Source: an optimization exercise on an open RTL-to-GDS flow (aim: small area, a short achievable clock period and few clock cycles per item). Production flows keep margins and buffers that such runs may drop. Function was checked by simulation only, so behaviour that the tests miss may differ from the original. Power and IR drop assume default switching activity.

===== config.mk =====
export PLATFORM = sky130hd
export DESIGN_NAME = factorial_core
export DESIGN_NICKNAME = factorial_core
export VERILOG_FILES = /design/flow/design.v
export SDC_FILE = /design/flow/constraint.sdc
export NUM_CORES = 4
export LEC_CHECK = 0
export CAP_MARGIN = 20
export CORE_MARGIN = 2
export CORE_UTILIZATION = 40
export SLEW_MARGIN = 20

===== run.sh =====
#!/bin/bash
# synth_recipe.tcl (not shown) runs the flow's synth.tcl, then flattens the netlist and writes it again
# the make line also repeats each setting of config.mk as NAME=value (left out here)
make -C /OpenROAD-flow-scripts/flow DESIGN_CONFIG=/design/flow/config.mk WORK_HOME=/design/flow/orfs CLKGATE_MAP_FILE= SYNTH_SCRIPT=/design/flow/synth_recipe.tcl finish

===== design.v =====
module factorial_core #(
    parameter int unsigned MAX_N = 20
) (
    input  logic             clk,
    input  logic             reset_n,
    input  logic             fifo_empty,
    input  logic [31:0]      fifo_dout,
    output logic             fifo_rd_en,
    output logic [63:0]      result,
    output logic             result_valid,
    input  logic             result_ready,
    output logic             overflow,
    output logic             busy
);
    logic        r_armed;    
    logic        r_pend;     
    logic        r_v0;       
    logic        r_v1;       
    logic [4:0]  r_c0;       
    logic [4:0]  r_c1;       
    logic [4:0]  w_code;
    logic        w_hs;
    logic        w_rd;
    logic [63:0] w_fact;
    assign w_code = fifo_dout[4:0] | {5{|fifo_dout[31:5]}};
    assign w_hs = r_v0 && result_ready;
    assign w_rd = r_armed && !fifo_empty &&
                  (({1'b0, r_v0} + {1'b0, r_v1} + {1'b0, r_pend}) <= (w_hs ? 2'd2 : 2'd1));
    logic [20:0] w_dec;
    always_comb begin
        for (int k = 0; k <= 20; k++) w_dec[k] = (r_c0 == 5'(k));
    end
    assign w_fact[0] = w_dec[0] | w_dec[1];
    assign w_fact[1] = w_dec[2] | w_dec[3];
    assign w_fact[2] = w_dec[3];
    assign w_fact[3] = w_dec[4] | w_dec[5];
    assign w_fact[4] = w_dec[4] | w_dec[5] | w_dec[6] | w_dec[7];
    assign w_fact[5] = w_dec[5] | w_dec[7];
    assign w_fact[6] = w_dec[5] | w_dec[6];
    assign w_fact[7] = w_dec[6] | w_dec[7] | w_dec[8] | w_dec[9];
    assign w_fact[8] = w_dec[7] | w_dec[8] | w_dec[9] | w_dec[10] | w_dec[11];
    assign w_fact[9] = w_dec[6] | w_dec[7] | w_dec[10];
    assign w_fact[10] = w_dec[8] | w_dec[10] | w_dec[11] | w_dec[12] | w_dec[13];
    assign w_fact[11] = w_dec[8] | w_dec[9] | w_dec[10] | w_dec[12] | w_dec[13] | w_dec[14] | w_dec[15];
    assign w_fact[12] = w_dec[7] | w_dec[8] | w_dec[10] | w_dec[11] | w_dec[12] | w_dec[15];
    assign w_fact[13] = w_dec[12] | w_dec[14];
    assign w_fact[14] = w_dec[10] | w_dec[12] | w_dec[13] | w_dec[15];
    assign w_fact[15] = w_dec[8] | w_dec[9] | w_dec[12] | w_dec[13] | w_dec[16] | w_dec[17];
    assign w_fact[16] = w_dec[9] | w_dec[10] | w_dec[11] | w_dec[14] | w_dec[15] | w_dec[16] | w_dec[17] | w_dec[18] | w_dec[19];
    assign w_fact[17] = w_dec[10] | w_dec[14] | w_dec[15] | w_dec[18];
    assign w_fact[18] = w_dec[9] | w_dec[10] | w_dec[12] | w_dec[15] | w_dec[16] | w_dec[17] | w_dec[20];
    assign w_fact[19] = w_dec[12] | w_dec[13] | w_dec[14] | w_dec[17] | w_dec[19];
    assign w_fact[20] = w_dec[10] | w_dec[14] | w_dec[15] | w_dec[16] | w_dec[18] | w_dec[20];
    assign w_fact[21] = w_dec[10] | w_dec[11] | w_dec[13] | w_dec[14] | w_dec[15] | w_dec[16] | w_dec[18] | w_dec[20];
    assign w_fact[22] = w_dec[11] | w_dec[15] | w_dec[16] | w_dec[17] | w_dec[18];
    assign w_fact[23] = w_dec[12] | w_dec[17] | w_dec[19] | w_dec[20];
    assign w_fact[24] = w_dec[13] | w_dec[15] | w_dec[16];
    assign w_fact[25] = w_dec[11] | w_dec[13] | w_dec[15] | w_dec[16] | w_dec[17] | w_dec[18] | w_dec[19] | w_dec[20];
    assign w_fact[26] = w_dec[12] | w_dec[14] | w_dec[15] | w_dec[16] | w_dec[17] | w_dec[19];
    assign w_fact[27] = w_dec[12] | w_dec[14] | w_dec[17] | w_dec[18];
    assign w_fact[28] = w_dec[12] | w_dec[13] | w_dec[15] | w_dec[16];
    assign w_fact[29] = w_dec[13] | w_dec[15] | w_dec[16] | w_dec[17];
    assign w_fact[30] = w_dec[13] | w_dec[14] | w_dec[15] | w_dec[16] | w_dec[17] | w_dec[18];
    assign w_fact[31] = w_dec[17] | w_dec[18] | w_dec[20];
    assign w_fact[32] = w_dec[13] | w_dec[16] | w_dec[19];
    assign w_fact[33] = w_dec[16] | w_dec[17] | w_dec[19];
    assign w_fact[34] = w_dec[14] | w_dec[16] | w_dec[17] | w_dec[18] | w_dec[20];
    assign w_fact[35] = w_dec[17] | w_dec[18] | w_dec[20];
    assign w_fact[36] = w_dec[14] | w_dec[15] | w_dec[17] | w_dec[19] | w_dec[20];
    assign w_fact[37] = w_dec[15] | w_dec[17] | w_dec[18] | w_dec[20];
    assign w_fact[38] = w_dec[17] | w_dec[18] | w_dec[20];
    assign w_fact[39] = w_dec[18] | w_dec[19];
    assign w_fact[40] = w_dec[15] | w_dec[16] | w_dec[17] | w_dec[19] | w_dec[20];
    assign w_fact[41] = w_dec[16] | w_dec[17] | w_dec[18] | w_dec[19] | w_dec[20];
    assign w_fact[42] = w_dec[18] | w_dec[20];
    assign w_fact[43] = w_dec[18] | w_dec[19];
    assign w_fact[44] = w_dec[16] | w_dec[18];
    assign w_fact[45] = w_dec[18] | w_dec[19] | w_dec[20];
    assign w_fact[46] = w_dec[17] | w_dec[20];
    assign w_fact[47] = w_dec[18];
    assign w_fact[48] = w_dec[17] | w_dec[20];
    assign w_fact[49] = w_dec[18] | w_dec[20];
    assign w_fact[50] = w_dec[18];
    assign w_fact[51] = 1'b0;
    assign w_fact[52] = w_dec[18] | w_dec[19];
    assign w_fact[53] = w_dec[19];
    assign w_fact[54] = w_dec[20];
    assign w_fact[55] = w_dec[19] | w_dec[20];
    assign w_fact[56] = w_dec[19] | w_dec[20];
    assign w_fact[57] = 1'b0;
    assign w_fact[58] = 1'b0;
    assign w_fact[59] = 1'b0;
    assign w_fact[60] = 1'b0;
    assign w_fact[61] = w_dec[20];
    assign w_fact[62] = 1'b0;
    assign w_fact[63] = 1'b0;
    assign fifo_rd_en   = w_rd;
    assign result       = w_fact;
    assign overflow     = r_c0 > 5'(MAX_N);
    assign result_valid = r_v0;
    assign busy         = r_v0 || r_pend;
    always_ff @(posedge clk or negedge reset_n) begin
        if (!reset_n) begin
            r_armed <= 1'b0;
            r_pend  <= 1'b0;
            r_v0    <= 1'b0;
            r_v1    <= 1'b0;
        end else begin
            r_armed <= 1'b1;
            r_pend  <= w_rd;
            if (w_hs || !r_v0) begin
                r_v0 <= r_v1 || r_pend;
                r_v1 <= r_v1 && r_pend;
            end else begin
                r_v1 <= r_v1 || r_pend;
            end
        end
    end
    always_ff @(posedge clk) begin
        if (w_hs || !r_v0) r_c0 <= r_v1 ? r_c1 : w_code;
        if (w_hs || !r_v1) r_c1 <= w_code;
    end
endmodule

===== constraint.sdc =====
create_clock -name core_clock -period 10.0 [get_ports {clk}]
set_input_delay 2.0000 -clock core_clock [delete_from_list [all_inputs] [get_ports {clk}]]
set_output_delay 2.0000 -clock core_clock [all_outputs]
set_load 0.01 [all_outputs]

==> out/results.txt, run 1 <==
The run finished with no timing, DRC or antenna violations. The total negative setup slack came out at 0 ns. Summing all multi-input logic gate instances after layout gives 882.1 µm². The overall global routing resource usage is 0.1898.

The static leakage was 0.9522 nW. The run gives 6644 µm as the global-route wire length before repair. Dividing the detail-routed via count by the number of cells gives 5.080. The worst hold path belongs to the class register to register. The clock arrives with 0.003584 ns of skew. Synthesis instantiated 48 different standard cells from the library. The number of antenna violations at the first check in global routing was 0.

TritonCTS built the clock tree. Count of filler cells inserted in the layout: 317. The leading area contributor after synthesis was edfxtp_1. The floorplan has 22 rows. Global routing finished with a remaining overflow of 0. 0 antenna diodes ended up in the layout. The most numerous cell on the critical path was clkdlybuf4s50_1.

The instance count of the mapped netlist was 200; the transition time at the pin with the least slew margin was 0.7846 ns. The layout overhead on the synthesized area was 59.09%. The logs give 0 for the number of instances resized during post-cts repair and 0.4769 for the relative slew slack. Counting flops and latches in the post-synthesis netlist gives 14. STA classifies the critical path startpoint as an input port. The number of global-route vias before repair came out at 1,449.

The CTS H-tree depth was 1; the violation count after the first detailed-route iteration was 173. The peak clock frequency supported by timing was 168.5 MHz. After detailed routing, the number of remaining DRC violations is 0.

The number of port buffers works out to 96. The cell with the largest stage delay on the worst path was clkdlybuf4s50_1. The run gives 99.27 µV as the worst-case vdd ir drop. The number of hold buffers added after CTS was 0.

The worst slack after detailed placement is 4.069 ns, and the clock period minus final worst setup slack is 5.935 ns. The run gives 0.8236 as the weighted congestion at the end of routability-driven global placement. The critical path goes through clkdlybuf4s50_1 -> nand2_1 -> ha_1 -> nor2b_1 -> a2bb2oi_1 -> nor3b_1 -> clkdlybuf4s50_1. The region available for standard cell placement spans 3661 µm². Most frequent standard cell in the layout excluding fill and tap cells: clkdlybuf4s50_1. The critical path capture point type is an output pin. The total number of vias was 1,641. The logs give 0 for the setup-violating endpoint count in the final report and 4 for the first-pass iteration count of the detailed router. After legalization and detailed placement, the total HPWL measured 3236 µm. After detailed routing, the met3 layer carries 281 µm of wire. The detailed-route wire length on metal 1 is 1729 µm, and the share of the clock period used by the worst path after layout is 0.5935. The tool flagged a number of max-cap violations equal to 0.

The critical-path maximum fanout works out to 3. The run gives 0 as the number of routed nets with antenna violations. The starting utilization of the core area was 0.4152; the total met2 wirelength after detailed routing was 2049 µm. At the end of the flow, the number of nets in the layout was 316. The run gives 1 as the number of warnings reported in the yosys synthesis log. In the synthesized netlist the dominant register cell turns out to be edfxtp_1.

The utilization after layout is 0.6606, and the number of buffers on the longest clock path is 2. On the worst path, the slowest cell contributes a delay of 0.58 ns. In this run, synthesis inferred 10 flip-flops with an integrated enable.

The die is 65.65 µm tall. For this design the ratio of total power to cell area is 80.17 nW/µm². Buffers inserted during clock tree synthesis total 3. Total setup buffers inserted after CTS: 0. The logs give 0 for the max-slew violation count and 0 for the final hold violation count.

STA puts the critical path data arrival time at 3.94 ns. The number of top-level design ports is 104, and the clock sink count is 14. The share of final-layout standard cells stronger than drive strength 1 is 0.04727. The top cell types in the final layout, fill and taps aside, are 96 x clkdlybuf4s50_1, 17 x nor2_1, 17 x nand2_1, 17 x o21ai_1, 14 x inv_1. The run gives 0.25 ns as the clock network latency to the later pin of the worst-skew pair.

The die is 65.65 µm wide. Setup repair after global routing left no endpoint under its margin. The die covers 4310 µm². Synthesized area divided by synthesized cell count: 7.601 µm². Sequential fraction of the synthesis area: 0.2634. After synthesis, the cell types taking the most area are edfxtp_1 20%, buf_4 8.9%, dfrtp_1 6.6%. The run gives 4.065 ns as the least setup slack across all paths after layout. The category of the critical setup timing path is input port to output pin. The tools report the buffer cell driving the clock tree root as clkbuf_8.

For the largest net degree at the start of global routing, the log shows 25. For this block, the routed nets add up to 4071 µm of wire. STA puts the critical path data required time at 8.00 ns.

The proportion of register bits with asynchronous set or reset after synthesis was 0.2857; the wire length per cell was 12.60 µm. Summing every instance area after synthesis gives 1520 µm². The sequential cells in the finished layout cover a total of 400.4 µm². The area share of the largest cell type after synthesis came out at 0.1975. The clock input transition at the sequential cells of the worst setup and hold paths came out at 0.05 ns.

The uppermost metal layer occupied by signal nets is met4.
## cell usage after synthesis, types with 2 or more instances
master,instances
a21oi_1,11
a2bb2oi_1,2
a32oi_1,5
buf_1,2
buf_2,7
buf_4,18
clkbuf_1,3
conb_1,2
dfrtp_1,4
edfxtp_1,10
ha_1,3
inv_1,14
inv_2,2
nand2_1,17
nand2b_1,3
nand3b_1,6
nor2_1,17
nor2_2,2
nor2b_1,8
nor3_1,7
nor4_1,8
o21ai_0,2
o21ai_1,17
o22ai_1,2
or3_1,2
or4_4,2
xnor2_1,3
## layer usage
layer	vias up	GRT usage
met5	-	0
met2	73	0.3460
met3	2	0.01370
met4	0	0.03125
li1	825	-
met1	741	0.2468
## flip-flops by register name, indices dropped and copies added (netlist names)
register  count
r_v1          1
r_pend        1
r_armed       1
r_v0          1
r_c1          5
r_c0          5
## logic make-up (layout without fill, tap and decap cells)
family / count (synthesis) / count (layout) / share of synthesized area
muxes: 1 / 1 / 0.006585
and+or+nand+nor: 83 / 83 / 0.3152
buffers and inverters: 47 / 116 / 0.1712
AOI/OAI and AO/OA: 46 / 46 / 0.1835
DFF: 14 / 14 / 0.2634
other: 2 / 8 / 0.004940
adders and majority gates: 4 / 4 / 0.03786
xor gates and xnor gates: 3 / 3 / 0.01729
## path summary, 6_finish.rpt
check	startpoint	endpoint	slack (ns)	cells after the start
max	result_ready	fifo_rd_en	4.06	7
min	r_armed	r_pend	0.53	1
max reg2reg	r_v1	r_pend	8.18	5
min reg2reg	r_armed	r_pend	0.53	1
max in group asynchronous	reset_n	r_v1	7.87	1
min in group asynchronous	reset_n	r_armed	1.96	1
## power by group
group / total [mW] / internal [mW] / switching [mW]
Clock: 0.0546 / 0.0349 / 0.0198
Sequential: 0.0756 / 0.0681 / 0.00751
Combinational: 0.0637 / 0.0375 / 0.0262
Total: 0.194 / 0.140 / 0.0535
## through the flow
stage / total power [mW] / std cells / area, µm² / hold slack, ns
floorplan: 0.1109 / 206 / 1543 / 0.5124
global placement: 0.1389 / 319 / 2364 / 0.5256
detailed placement: 0.1408 / 319 / 2364 / 0.5277
CTS: 0.1952 / 323 / 2419 / 0.5382
global route: 0.2082 / 323 / 2419 / 0.5589
finish: 0.1939 / 323 / 2419 / 0.5311
## layout make-up
| type | count | area share |
|---|---|---|
| clock buffer | 4 | 0.02276 |
| tap | 48 | 0.02483 |
| sequential | 14 | 0.1655 |
| inverter | 16 | 0.02483 |
| multi-input combinational | 145 | 0.3647 |
| timing repair buffer | 96 | 0.3973 |
## critical path, delay by kind of cell
| kind | cells | cell delay (ns) |
|---|---|---|
| compound gates | 1 | 0.12 |
| simple gates | 3 | 0.45 |
| buf+inv | 2 | 1.06 |
| fa+ha+maj | 1 | 0.31 |
Testbench counts, summed over its fixed seeds: cycles 1,048, items 1,024.
==> run 2, diff against run 1 <==
--- a/design.v
+++ b/design.v
@@ -14,3 +14,4 @@
 );
-    logic        r_armed;    
+    logic        r_rdok;     
+    logic        r_rdhs;     
     logic        r_pend;     
@@ -26,4 +27,3 @@
     assign w_hs = r_v0 && result_ready;
-    assign w_rd = r_armed && !fifo_empty &&
-                  (({1'b0, r_v0} + {1'b0, r_v1} + {1'b0, r_pend}) <= (w_hs ? 2'd2 : 2'd1));
+    assign w_rd = !fifo_empty && (r_rdok || (r_rdhs && result_ready));
     logic [20:0] w_dec;
@@ -101,17 +101,26 @@
     assign busy         = r_v0 || r_pend;
+    logic w_v0;
+    logic w_v1;
+    always_comb begin
+        if (w_hs || !r_v0) begin
+            w_v0 = r_v1 || r_pend;
+            w_v1 = r_v1 && r_pend;
+        end else begin
+            w_v0 = 1'b1;
+            w_v1 = r_v1 || r_pend;
+        end
+    end
     always_ff @(posedge clk or negedge reset_n) begin
         if (!reset_n) begin
-            r_armed <= 1'b0;
-            r_pend  <= 1'b0;
-            r_v0    <= 1'b0;
-            r_v1    <= 1'b0;
+            r_rdok <= 1'b0;
+            r_rdhs <= 1'b0;
+            r_pend <= 1'b0;
+            r_v0   <= 1'b0;
+            r_v1   <= 1'b0;
         end else begin
-            r_armed <= 1'b1;
-            r_pend  <= w_rd;
-            if (w_hs || !r_v0) begin
-                r_v0 <= r_v1 || r_pend;
-                r_v1 <= r_v1 && r_pend;
-            end else begin
-                r_v1 <= r_v1 || r_pend;
-            end
+            r_rdok <= !w_v1 && !(w_v0 && w_rd);
+            r_rdhs <= (w_v1 && !w_rd) || (!w_v1 && w_v0 && w_rd);
+            r_pend <= w_rd;
+            r_v0   <= w_v0;
+            r_v1   <= w_v1;
         end
==> flow/run.sh (new file) <==
#!/bin/bash
# The standard ORFS layout, step by step, with the port buffers made of the
# smallest plain buffer (buffer_ports otherwise picks a delay cell) so repair
# can size them up where timing needs it. Each step's output goes to its own log.
set -euo pipefail
export BUFFER_PORTS_ARGS="-buffer_cell sky130_fd_sc_hd__buf_1"
for step in synth floorplan place cts route finish; do
  bash standard.sh "$step" > "log_$step.txt" 2>&1
done
==> standard.sh (new file) <==
#!/bin/bash
# synth_recipe.tcl (not shown) runs the flow's synth.tcl, then flattens the netlist and writes it again
# the make line also repeats each setting of config.mk as NAME=value (left out here)
make -C /OpenROAD-flow-scripts/flow DESIGN_CONFIG=/design/flow/config.mk WORK_HOME=/design/flow/orfs CLKGATE_MAP_FILE= SYNTH_SCRIPT=/design/flow/synth_recipe.tcl "${@:-finish}"
removed: run.sh
==> run 2 against run 1 <==
Against the previous run:
- hold slack better by 0.040 ns
- largest power group unchanged
- clock power down 11%
- combinational power fell by 46%
- sequential share of layout area is 7.0 points higher
- sequential power rose by 13%
- cell count is 1.2% lower
- still clean on timing, DRC and antenna
- design area fell by 25%
- total power is 13% lower
- first-iteration DRC count down 38%
==> out/results.txt, run 2 <==
The flow ran to the end and the layout has no timing, DRC or antenna violations. The area of the die is 4320 µm² (+0.23%). The layout overhead on the synthesized area was 18.39%. The weighted congestion at the end of routability-driven global placement came out at 0.7415 (-10%).

Die span in x: 65.73 µm (+0.11%). Count of different cell masters after synthesis: 47 (-2.1%). The run gives 315 (-1.3%) as the number of cells in the design after placement.

The sum of overflow across all layers after global routing was 0 (unchanged). The run gives 3 (unchanged) as the number of CTS-inserted buffers. For the number of global-route vias before repair, the log shows 1,368 (-5.6%). The reported max-cap violation count is 0 (unchanged), and the diode insertion count for antenna repair is 0 (unchanged). The wire length per cell works out to 11.55 µm (-8.3%).

The overall global routing resource usage was 0.1740 (-0.01573); the number of buffers on the longest clock path was 2 (unchanged). The clock sink count was 15 (+1). By startpoint and endpoint, the worst setup path is classified as input port to output pin.

For this run, the leading register cell type out of synthesis is edfxtp_1. The largest net degree at the start of global routing came out at 30 (+20%). The total setup buffers inserted after CTS is 0 (unchanged). The library cell used most frequently in the layout, excluding fill and tap cells, is buf_1. The clock input transition at the sequential cells of the worst setup and hold paths is 0.05 ns (about the same), and the number of antenna violations at the first check in global routing is 0 (unchanged).

The transition time at the pin with the least slew margin works out to 0.9299 ns (+0.1453 ns). The setup-violating endpoint count in the final report was 0 (unchanged); the required time at the endpoint of the critical path was 8.00 ns (about the same). For the max-slew violation count, the log shows 0 (unchanged). Setup repair after global routing left no endpoint under its margin. The largest registers in the layout are r_c0: 5 flops, r_c1: 5 flops. TritonCTS built the clock tree. Critical path capture point type: an output pin. The class of the tightest hold or removal check is register to register.

The critical path ends at fifo_rd_en. The area share of the largest cell type after synthesis was 0.1970 (-0.0004865); the share of final-layout standard cells stronger than drive strength 1 was 0.03690 (-0.01037). The largest clock skew in the final design came out at 0.001294 ns (-0.002291 ns). The area of the placeable core is 3661 µm² (unchanged), and the combinational share of power is 0.205 (-0.124). The worst register-to-register path begins at r_v0. The run gives 1 (unchanged) as the number of warnings reported in the yosys synthesis log. For the relative slew slack, the log shows 0.3801 (-0.09686). The global-route wire length before repair is 5961 µm (-10%). The clock network latency to the later pin of the worst-skew pair was 0.25 ns (about the same); the count of filler cells inserted in the layout was 391 (+23%). The run gives 0 (unchanged) as the number of instances resized during post-cts repair. The number of routed nets with antenna violations is 0 (unchanged), and the critical-path maximum fanout is 4 (+1). The tools report the share of power burned in the clock network as 0.289 (+0.007).

The logs give 308 (-2.5%) for the final net count and 0 (unchanged) for the remaining routing DRC violations. The total negative setup slack is 0 ns (unchanged), and the number of cells on the worst hold path is 2 (+1). Clock period minus final worst setup slack: 4.587 ns (-1.348 ns). The final hold violation count is 0 (unchanged).

Number of synthesized register bits: 15 (+1). The starting utilization of the core area is 0.4163 (+0.001025). The logs give 0.2791 (+0.01577) for the sequential fraction of the synthesis area and 198 (-1.0%) for the instance count of the mapped netlist.

The net switching power figure was 0.05031 mW (-5.9%). The violation count after the first detailed-route iteration is 107 (-38%). The first-pass iteration count of the detailed router is 6 (+2). The synthesized area divided by synthesized cell count was 7.697 µm² (+1.3%).

Sorting the synthesized cells by how often they occur yields 17 x nand2_1, 17 x o21ai_0, 16 x buf_4. The run gives 104 (unchanged) as the number of top-level design ports. The worst setup path startpoint is result_ready.

The number of port buffers was 96 (unchanged); the peak clock frequency supported by timing was 218.0 MHz (+29%). The non-filler instance count after layout is 319 (-1.2%), and the number of enable flip-flop cells after synthesis is 10 (unchanged). The overall power of the completed layout is 0.1687 mW (-13%). The CTS H-tree depth was 1 (unchanged).

The worst-case vdd ir drop is 74.59 µV (-25%), and the share of the clock period used by the worst path after layout is 0.4587 (-0.1348). The tools report the static leakage as 0.6808 nW (-28%). The total number of vias is 1,623 (-1.1%).

The logs give 1524 µm² (+0.25%) for the total standard cell area after synthesis and 2.59 ns (-1.35 ns) for the arrival time at the worst endpoint. STA classifies the critical path startpoint as an input port. The setup slack on the worst flop-to-flop path is 8.69 ns (+0.51 ns).

The worst reg-to-reg path cell count came out at 4 (-1). For the cell row count, the log shows 22 (unchanged). In the layout the commonest cells are 96 x buf_1, 17 x nand2_1, 17 x o21ai_0.

The design internal power is 0.1184 mW (-16%), and the final routed wirelength across all metal layers is 3685 µm (-9.5%). The run gives 2813 µm (-13%) as the final HPWL from detailed placement. The worst register-to-register path ends at r_rdhs. The power density of the placed cells is 93.51 nW/µm² (+17%). Sorting the synthesized cells by area gives the leading types as edfxtp_1 20%, dfrtp_1 8.2%, buf_4 7.9%.

The proportion of register bits with asynchronous set or reset after synthesis was 0.3333 (+0.04762). The leading area contributor after synthesis was edfxtp_1. The number of hold-repair buffers added at the cts stage is 0 (unchanged). The via-per-instance ratio is 5.088 (+0.14%), and the die height is 65.73 µm (+0.11%). The fraction of power spent switching nets was 0.2982 (+0.02251).

For the part of the total power dissipated in sequential elements, the log shows 0.505 (+0.115). The tree is rooted in a clkbuf_8.
run 2: worst min path at each step:
| stage | endpoint | slack, ns | from |
|---|---|---|---|
| final | r_v0 | 0.57 | r_pend |
| after global routing | r_v0 | 0.61 | r_pend |
| after CTS | r_v0 | 0.57 | r_pend |
| after detailed placement | r_v0 | 0.56 | r_pend |
| after global placement | r_v0 | 0.54 | r_pend |
| after floorplan | r_v0 | 0.50 | r_pend |
run 2: final cells by class:
| cell class | instances | area (µm²) | area share |
|---|---|---|---|
| clock buffers | 4 | 45.04 | 0.02497 |
| inverters | 11 | 41.29 | 0.02288 |
| multi-input cells | 145 | 872.1 | 0.4834 |
| flip-flops and latches | 15 | 425.4 | 0.2358 |
| well taps | 48 | 60.06 | 0.03329 |
| repair buffers | 96 | 360.3 | 0.1997 |
run 2: per-layer routing:
metal,GRT usage,vias up,share of wire
li1,-,822,-
met1,0.2092,747,0.42
met2,0.3068,49,0.49
met3,0.02740,5,0.065
met4,0.07031,0,0.015
met5,0,-,0
run 2: cell families (layout without fill, tap and decap cells):
| logic type | count (synthesis) | after routing | synth area share |
|---|---|---|---|
| adder cells (fa/ha/maj) | 1 | 1 | 0.006568 |
| buffers and inverters | 44 | 111 | 0.1634 |
| other | 1 | 7 | 0.002461 |
| flip-flops | 15 | 15 | 0.2791 |
| multiplexers | 2 | 2 | 0.01314 |
| AO/OA/AOI/OAI | 46 | 46 | 0.1855 |
| AND/OR/NAND/NOR | 85 | 85 | 0.3268 |
| XOR/XNOR | 4 | 4 | 0.02299 |
run 2: worst max-delay path: stages:
cell     delay [ns]
buf_1          0.12
a21oi_1        0.10
nor2_1         0.19
buf_1          0.18
run 2: stage by stage:
step / util / cell area, µm² / worst slack [ns] / hold slack (ns)
after global routing: 0.4928 / 1804 / 5.326 / 0.6072
final: 0.4928 / 1804 / 5.413 / 0.5711
after floorplan: - / 1546 / 5.704 / 0.4950
after detailed placement: 0.4805 / 1759 / 5.412 / 0.5574
after CTS: 0.4928 / 1804 / 5.412 / 0.5700
after global placement: 0.4805 / 1759 / 5.452 / 0.5443
run 2: power groups by stage:
| stage | combinational (mW) | clock (mW) | sequential [mW] |
|---|---|---|---|
| finish | 0.0346 | 0.0488 | 0.0853 |
| floorplan | 0.0273 | 0 | 0.0825 |
| global route | 0.0391 | 0.0524 | 0.0872 |
| global placement | 0.0345 | 0 | 0.0870 |
| detailed placement | 0.0347 | 0 | 0.0870 |
| CTS | 0.0350 | 0.0502 | 0.0856 |
Testbench counts of run 2, summed over its fixed seeds: cycles 1,048, items 1,024.
==> run 3, diff against run 2 <==
==> flow/run.sh (replaced) <==
#!/bin/bash
set -euo pipefail
export BUFFER_PORTS_ARGS="-buffer_cell sky130_fd_sc_hd__buf_1"
export SETUP_SLACK_MARGIN=5.8
for step in synth floorplan place cts route finish; do
  bash standard.sh "$step" > "log_$step.txt" 2>&1
done
==> run 3 against run 2 <==
Against the previous run:
- sequential share of layout area shrank 0.77 points
- register-to-register slack lost 0.02 ns
- clock-buffer cell count shrank 1
- sequential cell count is the same
- total power grew 6.1%
- largest power group unchanged
==> out/results.txt, run 3 <==
The library cells used most frequently in the layout, excluding fill and tap cells, are 94 x buf_1, 17 x nand2_1, 17 x o21ai_0. The run gives 8.67 ns (-0.02 ns) as the setup slack on the worst flop-to-flop path. The run gives 0.7111 nW (+4.4%) as the static leakage. TritonCTS built the clock tree. The worst setup path is of the input port to output pin kind. The number of cells on the worst hold path is 2 (unchanged). Worst reg-to-reg path cell count: 4 (unchanged).

The number of port buffers was 96 (unchanged); the instance area after placement was 1778 µm² (+1.1%). The logs give 97.57 µV (+31%) for the worst-case vdd ir drop and 0.8174 (+10%) for the weighted congestion at the end of routability-driven global placement. The cell row count is 22 (unchanged). The final routed wirelength across all metal layers was 3961 µm (+7.5%); the number of enable flip-flop cells after synthesis was 10 (unchanged). The tools report the startpoint of the lowest-slack hold path as r_pend. The violation count after the first detailed-route iteration is 108 (+0.93%), and the critical-path maximum fanout is 2 (-2). The tools report the number of top-level design ports as 104 (unchanged). Setup repair after global routing could not meet its margin everywhere.

The largest net degree at the start of global routing came out at 30 (unchanged). The first-pass iteration count of the detailed router is 4 (-2), and the count of different cell masters after synthesis is 47 (unchanged). The run gives 0.1758 (+0.001809) as the overall global routing resource usage. The startpoint identified for the worst register-to-register timing path is r_v0.

For the total standard cell area after synthesis, the log shows 1524 µm² (unchanged). Of all cell types, the one taking the most synthesized area is edfxtp_1. The CTS H-tree depth came out at 1 (unchanged). In the synthesized netlist, the cells that appear most often are 17 x nand2_1, 17 x o21ai_0, 16 x buf_4.

CTS placed an instance of clkbuf_8 at the clock tree root. The global-route wire length before repair came out at 6044 µm (+1.4%). The power density of the placed cells is 95.98 nW/µm² (+2.6%), and the clock sink count is 15 (unchanged). The tools report the starting utilization of the core area as 0.4163 (unchanged).

The transition time at the pin with the least slew margin was 0.8967 ns (-0.03320 ns); the die span in x was 65.73 µm (unchanged). The number of cells in the design after placement is 315 (unchanged). Largest clock skew in the final design: 0.004549 ns (+0.003255 ns). The logs give 2 (unchanged) for the number of buffers on the longest clock path and 1,628 (+0.31%) for the total number of vias. The tools report the peak clock frequency supported by timing as 226.1 MHz (+3.7%). The run gives 2877 µm (+2.3%) as the final HPWL from detailed placement. For the diode insertion count for antenna repair, the log shows 0 (unchanged). The max-slew violation count is 0 (unchanged). The wire length per cell was 12.30 µm (+6.5%). The share of final-layout standard cells stronger than drive strength 1 came out at 0.06569 (+0.02879). The final net count was 311 (+0.97%); the sequential fraction of the synthesis area was 0.2791 (unchanged). The least setup slack across all paths after layout came out at 5.577 ns (+0.1639 ns).

The flow ran to the end and the layout has no timing, DRC or antenna violations. Compared with the post-synthesis result, the final layout area differs by 22.41%. In this run the worst hold path is classified as register to register. The number of synthesized register bits came out at 15 (unchanged). The logs give 0.4022 (+0.02213) for the relative slew slack and 198 (unchanged) for the instance count of the mapped netlist. The tools report the final hold violation count as 0 (unchanged). Clock period minus final worst setup slack: 4.423 ns (-0.1639 ns). The largest registers in the layout are r_c0: 5 flops, r_c1: 5 flops. The utilization after layout was 0.5096 (+0.01675); the arrival time at the worst endpoint was 2.42 ns (-0.17 ns). STA classifies the critical path startpoint as an input port. The clock input transition at the sequential cells of the worst setup and hold paths came out at 0.06 ns (about the same).

Most frequent standard cell in the layout excluding fill and tap cells: buf_1. The non-filler instance count after layout is 322 (+0.94%). The area share of the largest cell type after synthesis was 0.1970 (unchanged); the area of the placeable core was 3661 µm² (unchanged).

Via-per-instance ratio: 5.056 (-0.63%). The logs give 0 (unchanged) for the remaining routing DRC violations and 5.431 ns (+0.01885 ns) for the worst slack after detailed placement. The clock network latency to the later pin of the worst-skew pair came out at 0.25 ns (about the same).

The run gives 0 (unchanged) as the number of routed nets with antenna violations. STA classifies the critical path endpoint as an output pin. Synthesized area divided by synthesized cell count: 7.697 µm² (unchanged).

The path with the worst hold slack has its endpoint at r_v0. Number of antenna violations at the first check in global routing: 0 (unchanged). The number of hold-repair buffers added at the cts stage was 0 (unchanged). Worst flop-to-flop path endpoint: r_rdhs. The required time at the endpoint of the critical path is 8.00 ns (about the same). The share of the clock period used by the worst path after layout was 0.4423 (-0.01639); the sum of overflow across all layers after global routing was 0 (unchanged). The logs give 0 ns (unchanged) for the total negative setup slack and 1,329 (-2.9%) for the number of global-route vias before repair. The die height is 65.73 µm (unchanged), and the smallest hold slack is 0.5925 ns (+0.02137 ns).

The run gives 1866 µm² (+3.4%) as the final instance area. The run gives 0.1791 mW (+6.1%) as the overall power of the completed layout. Proportion of register bits with asynchronous set or reset after synthesis: 0.3333 (unchanged).

In the post-synthesis netlist, the biggest area contributors are edfxtp_1 20%, dfrtp_1 8.2%, buf_4 7.9%. The setup-violating endpoint count in the final report is 0 (unchanged). The tools report the area of the die as 4320 µm² (unchanged). The number of warnings reported in the yosys synthesis log was 1 (unchanged).

The run gives 3 (unchanged) as the number of CTS-inserted buffers. The most used flip-flop cell after synthesis is edfxtp_1. The reported max-cap violation count was 0 (unchanged).
==> run 3: cell types whose count changed in the layout (fill, tap and decap cells not counted), sizes merged <==
cell and delta:
buf +3, clkbuf -1, clkinv +1
==> run 3: worst max-delay path by stage <==
stage / start / end / slack, ns / depth (start not counted)
5_1_grt: result_ready / fifo_rd_en / 5.56 / 4
2_1_floorplan: result_ready / fifo_rd_en / 5.80 / 2
3_5_place_dp: result_ready / fifo_rd_en / 5.43 / 4
3_3_place_gp: result_ready / fifo_rd_en / 5.47 / 4
6_report: result_ready / fifo_rd_en / 5.58 / 4
4_1_cts: result_ready / fifo_rd_en / 5.57 / 4
==> run 3: kinds of logic (layout without fill, tap and decap cells) <==
kind of cell             Yosys count  in the layout  synth area share
AND/OR/NAND/NOR                   85             85            0.3268
AO/OA/AOI/OAI                     46             46            0.1855
buffers and inverters             44            114            0.1634
flip-flops                        15             15            0.2791
XOR/XNOR                           4              4           0.02299
multiplexers                       2              2           0.01314
adder cells (fa/ha/maj)            1              1          0.006568
other                              1              7          0.002461
==> run 3: final cells by class <==
class | instances | area, µm²
fill | 405 | 1795
sequential | 15 | 425.4
inverter | 11 | 41.29
multi-input combinational | 145 | 890.9
clock buffer | 3 | 41.29
timing repair buffer | 99 | 401.6
tap | 48 | 60.06
clock inverter | 1 | 5.005
==> run 3: what timing repair did <==
| action | 4_1_cts | 5_1_grt |
|---|---|---|
| setup buffers | 2 | 1 |
| setup endpoints to repair | 1 | 11 |
| pin swaps | 2 | 1 |
| resized for setup | 6 | 0 |
==> run 3: critical path, cell delays in order <==
cell,delay [ns]
buf_8,0.10
a21oi_4,0.15
nor2_4,0.05
buf_6,0.12
==> run 3: metal layers <==
metal	global-route usage	vias to the layer above	part of all wire
met5	0	-	0
met4	0.06250	0	0.015
met3	0.02740	6	0.054
met2	0.2980	55	0.48
met1	0.2253	734	0.45
li1	-	833	-
==> run 3: where the power goes <==
part / internal [mW] / total, mW / switching (mW)
sequential: 0.0767 / 0.0882 / 0.0115
combinational: 0.0187 / 0.0419 / 0.0231
clock: 0.0276 / 0.0490 / 0.0214
==> run 4, diff against run 3 <==
==> run.sh (new file) <==
#!/bin/bash
# synth_recipe.tcl (not shown) runs the flow's synth.tcl, then flattens the netlist and writes it again
# the make line also repeats each setting of config.mk as NAME=value (left out here)
make -C /OpenROAD-flow-scripts/flow DESIGN_CONFIG=/design/flow/config.mk WORK_HOME=/design/flow/orfs CLKGATE_MAP_FILE= SYNTH_SCRIPT=/design/flow/synth_recipe.tcl finish
--- a/config.mk
+++ b/config.mk
@@ -10,2 +10,3 @@
 export CORE_UTILIZATION = 40
+export SETUP_SLACK_MARGIN = 5
 export SLEW_MARGIN = 20
removed: flow/run.sh
removed: standard.sh
==> run 4 against run 3 <==
Against the previous run:
- hold slack got worse by 0.048 ns
- die area unchanged
- first-iteration DRC count shrank 33%
- register-to-register slack improved by 0.02 ns
- non-clock buffer count shrank 2
==> out/results.txt, run 4 <==
The run finished with no timing, DRC or antenna violations. The area occupied by multi-input gates is 878.3 µm² (-1.4%). The worst slack after detailed placement was 4.585 ns (-0.8461 ns). STA classifies the critical path endpoint as an output pin. The relative slew slack is 0.4022 (about the same). The tools report the peak clock frequency supported by timing as 204.4 MHz (-9.6%). The non-filler instance count after layout is 320 (-0.62%), and the number of buffers on the longest clock path is 2 (unchanged). The cell row count was 22 (unchanged); the die span in x was 65.73 µm (unchanged). Reported max-cap violation count: 0 (unchanged). The class of the tightest hold or removal check is register to register.

The fraction of power spent switching nets was 0.2870 (-0.02584). The worst reg-to-reg path cell count works out to 4 (unchanged). The via-per-instance ratio came out at 5.097 (+0.81%). The area growth from synthesis to layout is 58.46%.

Total negative setup slack: 0 ns (unchanged). The tools report the final HPWL from detailed placement as 3250 µm (+13%). Ranked by total cell area, the synthesized netlist is headed by edfxtp_1 20%, dfrtp_1 8.2%, buf_4 7.9%. The tools report the overall power of the completed layout as 0.1864 mW (+4.1%).

The logs give 315 (unchanged) for the number of cells in the design after placement and 120.6 µV (+24%) for the worst-case vdd ir drop. The largest clock skew in the final design is 0.004590 ns (+0.00004086 ns), and the number of synthesized register bits is 15 (unchanged). The CTS H-tree depth is 1 (unchanged), and the global-route wire length before repair is 6803 µm (+13%). Area of the placeable core: 3661 µm² (unchanged). The wire length per cell works out to 12.82 µm (+4.2%). The tree is rooted in a clkbuf_8. The run gives 30 (unchanged) as the largest net degree at the start of global routing.

The logs give 3 (unchanged) for the number of CTS-inserted buffers and 4320 µm² (unchanged) for the area of the die. The first-pass iteration count of the detailed router was 4 (unchanged). The sequential fraction of the synthesis area was 0.2791 (unchanged); the share of final-layout standard cells stronger than drive strength 1 was 0.05515 (-0.01055). The biggest area contributor in the post-synthesis netlist is edfxtp_1.

The net switching power figure came out at 0.05349 mW (-4.5%). The critical-path maximum fanout is 3 (+1). Instance count of the mapped netlist: 198 (unchanged).

The proportion of register bits with asynchronous set or reset after synthesis was 0.3333 (unchanged). For the final net count, the log shows 309 (-0.64%). The category of the worst setup path launch point was an input port.

The area share of the largest cell type after synthesis came out at 0.1970 (unchanged). The number of enable flip-flop cells after synthesis was 10 (unchanged). The logs give 15 (unchanged) for the clock sink count and 0.2318 (+0.006516) for the global-route met1 utilization. The max-slew violation count was 0 (unchanged); the arrival time at the worst endpoint was 2.89 ns (+0.47 ns). The total number of vias was 1,631 (+0.18%).

The number of cells on the worst hold path came out at 2 (unchanged). Setup repair after global routing left no endpoint under its margin. For the weighted congestion at the end of routability-driven global placement, the log shows 0.7437 (-9.0%).

met2 is the most crowded layer. The setup-violating endpoint count in the final report is 0 (unchanged), and the remaining routing DRC violations is 0 (unchanged). The logs give 0.9226 nW (+30%) for the static leakage and 0.3624 (+0.06439) for the met2 demand-to-capacity share in global routing. The die height works out to 65.73 µm (unchanged). The design internal power is 0.1329 mW (+8.0%). Sorting the synthesized cells by how often they occur yields 17 x nand2_1, 17 x o21ai_0, 16 x buf_4. The synthesized area divided by synthesized cell count came out at 7.697 µm² (unchanged). TritonCTS built the clock tree. For the overall global routing resource usage, the log shows 0.1951 (+0.01925). The starting utilization of the core area came out at 0.4163 (unchanged). For the sum of overflow across all layers after global routing, the log shows 0 (unchanged).

The count of filler cells inserted in the layout was 337 (-17%); the power density of the placed cells was 77.18 nW/µm² (-20%). The diode insertion count for antenna repair was 0 (unchanged). The logs give 0 (unchanged) for the number of hold-repair buffers added at the cts stage and 8.00 ns (about the same) for the required time at the endpoint of the critical path. The final routed wirelength across all metal layers came out at 4101 µm (+3.5%). The clock network latency to the later pin of the worst-skew pair was 0.25 ns (about the same). The clock input transition at the sequential cells of the worst setup and hold paths came out at 0.06 ns (about the same). The number of warnings reported in the yosys synthesis log was 1 (unchanged); the count of different cell masters after synthesis was 47 (unchanged).

For the least setup slack across all paths after layout, the log shows 5.108 ns (-0.4690 ns). The number of top-level design ports was 104 (unchanged); the met3 demand-to-capacity share in global routing was 0.02911 (+0.001712). The number of routed nets with antenna violations was 0 (unchanged).

In the layout the commonest cells are 95 x clkdlybuf4s50_1, 17 x nand2_1, 17 x o21ai_0. The most frequent standard cell in the layout excluding fill and tap cells is clkdlybuf4s50_1. Final hold violation count: 0 (unchanged). In the synthesized netlist the dominant register cell turns out to be edfxtp_1. The violation count after the first detailed-route iteration is 72 (-33%), and the sequential cell area in the final layout is 425.4 µm² (unchanged). The transition time at the pin with the least slew margin is 0.8967 ns (+0.00006032 ns). The number of antenna violations at the first check in global routing was 0 (unchanged).

The number of global-route vias before repair is 1,528 (+15%). The combinational share of power was 0.275 (+0.041). The number of port buffers was 96 (unchanged). Clock period minus final worst setup slack: 4.892 ns (+0.4690 ns). In the final layout, the registers with the most flip-flops are r_c0: 5 flops, r_c1: 5 flops. For the part of the total power dissipated in sequential elements, the log shows 0.464 (-0.029). The share of power burned in the clock network came out at 0.260 (-0.014). Category of the critical setup timing path: input port to output pin. The share of the clock period used by the worst path after layout was 0.4892 (+0.04690); the total standard cell area after synthesis was 1524 µm² (unchanged).
==> run 4: metal layers <==
| metal | vias up | wire length (µm) |
|---|---|---|
| met1 | 749 | 1722 |
| met4 | 0 | 31 |
| met2 | 49 | 2164 |
| met3 | 5 | 182 |
| met5 | - | 0 |
| li1 | 828 | - |
==> run 4: worst max-delay path: stages <==
cell and delay [ns]:
clkdlybuf4s50_1 0.52, a21oi_2 0.08, nor2_2 0.14, clkbuf_2 0.15
==> run 4: stage by stage <==
stage / hold slack [ns] / util / area, µm²
2_1_floorplan: 0.4950 / - / 1546
3_3_place_gp: 0.5508 / 0.6446 / 2360
3_5_place_dp: 0.5317 / 0.6446 / 2360
4_1_cts: 0.5437 / 0.6606 / 2419
5_1_grt: 0.5981 / 0.6596 / 2415
6_report: 0.5443 / 0.6596 / 2415
==> run 4: area by class of cell <==
| class | count | area share |
|---|---|---|
| timing repair buffer | 97 | 0.3990 |
| multi-input combinational | 145 | 0.3637 |
| sequential | 15 | 0.1762 |
| tap | 48 | 0.02487 |
| clock buffer | 3 | 0.01710 |
| inverter | 11 | 0.01710 |
| clock inverter | 1 | 0.002073 |
==> run 4: cell families after synthesis <==
family                   after synthesis  share of synthesized area
AO/OA/AOI/OAI                         46                     0.1855
XOR/XNOR                               4                    0.02299
adder cells (fa/ha/maj)                1                   0.006568
buffers and inverters                 44                     0.1634
flip-flops                            15                     0.2791
multiplexers                           2                    0.01314
other                                  1                   0.002461
AND/OR/NAND/NOR                       85                     0.3268
==> run 4: power groups by stage <==
stage	logic, mW	registers [mW]	clock network, mW
6_report	0.0513	0.0865	0.0485
3_3_place_gp	0.0490	0.0871	0
4_1_cts	0.0518	0.0864	0.0498
3_5_place_dp	0.0498	0.0869	0
2_1_floorplan	0.0273	0.0825	0
5_1_grt	0.0564	0.0884	0.0527
==> run 4: what timing repair did <==
item,in CTS,in global routing
buffers inserted,1,0
pin swaps,1,0
endpoints found under the setup margin,1,1
resized for setup,3,2
==> run 4: worst paths after layout <==
kind / startpoint / to / slack (ns)
hold reg to reg: r_pend / r_v0 / 0.54
max in group asynchronous: reset_n / r_rdok / 7.84
setup / recovery: result_ready / fifo_rd_en / 5.11
min in group asynchronous: reset_n / r_pend / 1.97
setup reg to reg: r_v0 / r_rdhs / 8.69
hold / removal: r_pend / r_v0 / 0.54

re-timing with driven ports:
How much do the figures lean on ideal ports? The routed layouts below were timed once more, with nothing changed but the port constraints.
Step 1, drivers: a clkbuf_16 drives clk and a buf_2 each remaining input, both assumed.
Step 2 adds t to the input delays and takes it off the output delays; t is the mean of the earliest and latest rising clock arrival at the registers after step 1. Input paths then give back, and output paths get back, about the clock's delay inside the block.
a / b / c = ideal ports / drivers / drivers and shift; a / b = the first two.
run	t, ns	setup slack, ns	hold WS [ns]	pins driven straight from the clock port
run 1	0.261	4.065 / 4.042 / 4.042	0.531 / 0.531 / 0.531	1
run 2	0.274	5.413 / 5.391 / 5.391	0.571 / 0.571 / 0.571	1
run 3	0.271	5.577 / 5.532 / 5.532	0.592 / 0.592 / 0.592	1
run 4	0.271	5.108 / 5.086 / 5.086	0.544 / 0.544 / 0.544	1
After both steps every run listed still meets setup and hold. For run 3, which loses most, drivers alone change the setup slack by -0.045 ns; drivers and shift together by -0.045 ns.
